From an optimization exercise on the open Yosys and OpenROAD flow, aimed at small area and a short achievable clock period; shortcuts taken in it are not production practice.
Function was checked by simulation only, so behaviour that the tests miss may differ from the original.
Power is estimated from default activity; no workload was simulated.

## amber
==> flow/design.v (excerpt) <==
module periph_top (
  input  logic                            clk_i,
  input  logic                            ndmreset_n,
  input  logic                            req_i,
  input  logic                            we_i,
  input  logic [31:0]                     addr_i,
  input  logic [3:0]                      be_i,
  input  logic [31:0]                     wdata_i,
  output logic [31:0]                     rdata_o,
  input  logic [32-1:0]  irq_sources_i,
  output logic                            timer_irq_o,
  output logic                            ipi_o,
  output logic [2-1:0]  eip_o
);
Size in the first run: roughly 3,600 cells after synthesis, ~390 flip-flops, roughly 140 I/O pins, roughly 25,000 µm² of cells after synthesis.
Settings: LEC_CHECK=0, ABC_AREA=1, CAP_MARGIN=20, CORE_MARGIN=2, CORE_UTILIZATION=55, PLACE_DENSITY=0.65, SLEW_MARGIN=20, SYNTH_HIERARCHICAL=1, SYNTH_MINIMUM_KEEP_SIZE=0; clock period 60.0 ns.
standard.sh (not shown) runs the stock make flow with config.mk's settings and CLKGATE_MAP_FILE= SYNTH_SCRIPT=/design/flow/synth_recipe.tcl, a recipe that flattens the netlist after the stock synthesis.
==> flow/flow/run.sh <==
#!/bin/bash
# The standard layout (standard.sh, unchanged synthesis and steps), with settings
# passed through the environment:
#  - port buffers are buf_2 cells instead of the default delay-buffer choice;
#  - timing repair (floorplan, CTS, global route) aims for a setup slack of
#    SETUP_SLACK_MARGIN ns at the design's own clock and constraints;
#  - clock tree: clkbuf_16 only, larger sink clusters, no dummy loads.
set -euo pipefail
export BUFFER_PORTS_ARGS="-buffer_cell sky130_fd_sc_hd__buf_2"
export SETUP_SLACK_MARGIN=45.2
export CTS_ARGS="-sink_clustering_enable -repair_clock_nets -buf_list sky130_fd_sc_hd__clkbuf_16 -sink_clustering_size 32 -sink_clustering_max_diameter 80 -dont_use_dummy_load"
bash standard.sh > standard.log 2>&1
Relative to amber, the following input files were edited for maple:
Settings: swapping 0.65 for 0.74 in PLACE_DENSITY; swapping 55 for 65 in CORE_UTILIZATION.
diff --git a/flow/flow/run.sh b/flow/flow/run.sh
--- a/flow/flow/run.sh
+++ b/flow/flow/run.sh
@@ -9,4 +9,4 @@
 export BUFFER_PORTS_ARGS="-buffer_cell sky130_fd_sc_hd__buf_2"
 export SETUP_SLACK_MARGIN=45.2
-export CTS_ARGS="-sink_clustering_enable -repair_clock_nets -buf_list sky130_fd_sc_hd__clkbuf_16 -sink_clustering_size 32 -sink_clustering_max_diameter 80 -dont_use_dummy_load"
+export CTS_ARGS="-sink_clustering_enable -repair_clock_nets -buf_list sky130_fd_sc_hd__clkbuf_16 -sink_clustering_size 28 -sink_clustering_max_diameter 70 -dont_use_dummy_load"
 bash standard.sh > standard.log 2>&1
Results
maple vs amber — worst setup slack after layout dropped 0.0075 ns. maple: largest voltage drop on the vdd net 0.0035 mV above amber. maple against amber: routed via count picked up an extra 760, post-route met1 wirelength lost 11%, worst relative slew slack lost 5.0 points, number of antenna violations at the first check in global routing picked up an extra 1. | area of all placed cells without fillers | maple vs amber | ≈ equal |. Compared maple against amber; combined area of the multi-input logic cells within noise. Final-layout clock buffer total in maple is 4 higher than in amber. maple vs amber — post-cts gate resize count climbed by more than a quarter.
[inputs] tundra vs maple
Settings: changing CORE_UTILIZATION from 65 to 55; changing PLACE_DENSITY from 0.74 to 0.65.
diff --git a/flow/flow/run.sh b/flow/flow/run.sh
--- a/flow/flow/run.sh
+++ b/flow/flow/run.sh
@@ -8,5 +8,5 @@
 set -euo pipefail
 export BUFFER_PORTS_ARGS="-buffer_cell sky130_fd_sc_hd__buf_2"
-export SETUP_SLACK_MARGIN=45.2
-export CTS_ARGS="-sink_clustering_enable -repair_clock_nets -buf_list sky130_fd_sc_hd__clkbuf_16 -sink_clustering_size 28 -sink_clustering_max_diameter 70 -dont_use_dummy_load"
+export SETUP_SLACK_MARGIN=44.5
+export CTS_ARGS="-sink_clustering_enable -repair_clock_nets -buf_list sky130_fd_sc_hd__clkbuf_16 -sink_clustering_size 24 -sink_clustering_max_diameter 60 -dont_use_dummy_load"
 bash standard.sh > standard.log 2>&1
## What came out
- Across maple and tundra, none had a timing, DRC or antenna violation.
- Cmp maple and tundra / count of clock-buffer cells in the layout / lower: maple
- On detailed-routing iteration count for the pre-antenna-repair pass, the lower figure sits with tundra, not maple.
- Re global-route usage: maple was higher than tundra.
- Relative to maple, clock power has increased by about 5% in tundra.
- tundra vs maple on buffer share of cell area: tundra is the lower one.
- met1 routing resource usage after global routing in tundra is 6.4 points below maple.
- Against maple, total power in tundra rose by a few percent.
--- input diff tundra..pepper ---
Settings: removing SYNTH_HIERARCHICAL (formerly 1); removing SYNTH_MINIMUM_KEEP_SIZE (formerly 0); setting CTS_CLUSTER_SIZE to 24 for the first time; setting CTS_BUF_LIST to sky130_fd_sc_hd__clkbuf_16 for the first time; setting CTS_CLUSTER_DIAMETER to 60 for the first time.
==> flow/flow/run.sh <==
#!/bin/bash
# The standard layout (standard.sh, unchanged synthesis and steps), with two settings
# passed through the environment:
#  - port buffers are buf_2 cells instead of the default delay-buffer choice;
#  - timing repair (floorplan, CTS, global route) aims for a setup slack of
#    SETUP_SLACK_MARGIN ns at the design's own clock and constraints.
set -euo pipefail
export BUFFER_PORTS_ARGS="-buffer_cell sky130_fd_sc_hd__buf_2"
export SETUP_SLACK_MARGIN=44.5
bash standard.sh > standard.log 2>&1
Notes after the runs:
Post-route standard cell area excluding fillers came out higher on pepper than on tundra.
Taking tundra as the reference, in pepper clock network fraction of total power higher, final critical-path share of the clock period now larger.
Final period demand of the worst path ended up 0.41 ns higher on pepper than on tundra.
Clock network contribution to total cell area ends up lower on tundra.

==> port drivers added, routing unchanged <==
How much do the figures lean on ideal ports? The routed layouts below were timed once more, with nothing changed but the port constraints.
Step 1: set_driving_cell puts a clkbuf_16 on clk_i and a buf_2 on each other input, an assumption about the parent block.
Step 2 adds t to the input delays and takes it off the output delays; t is the mean of the earliest and latest rising clock arrival at the registers after step 1. Input paths then give back, and output paths get back, about the clock's delay inside the block.
Three values: no drivers, after step 1, after step 2; two values: the first two.
run	t, ns	setup WS [ns]	worst setup path at the end	worst slew at a driven data input, ns	cell pins on the clock port's net
amber	0.637	45.087 / 45.024 / 44.527	input to register	0.06	1
maple	0.656	45.079 / 45.020 / 44.588	input to register	0.09	1
tundra	0.663	44.627 / 44.562 / 44.108	input to register	0.06	1
pepper	0.683	44.222 / 44.160 / 44.030	input to register	0.07	1
After both steps every run listed still meets setup and hold. The setup slack of amber, which loses most, moves by -0.063 ns with the drivers and by -0.560 ns with both steps.
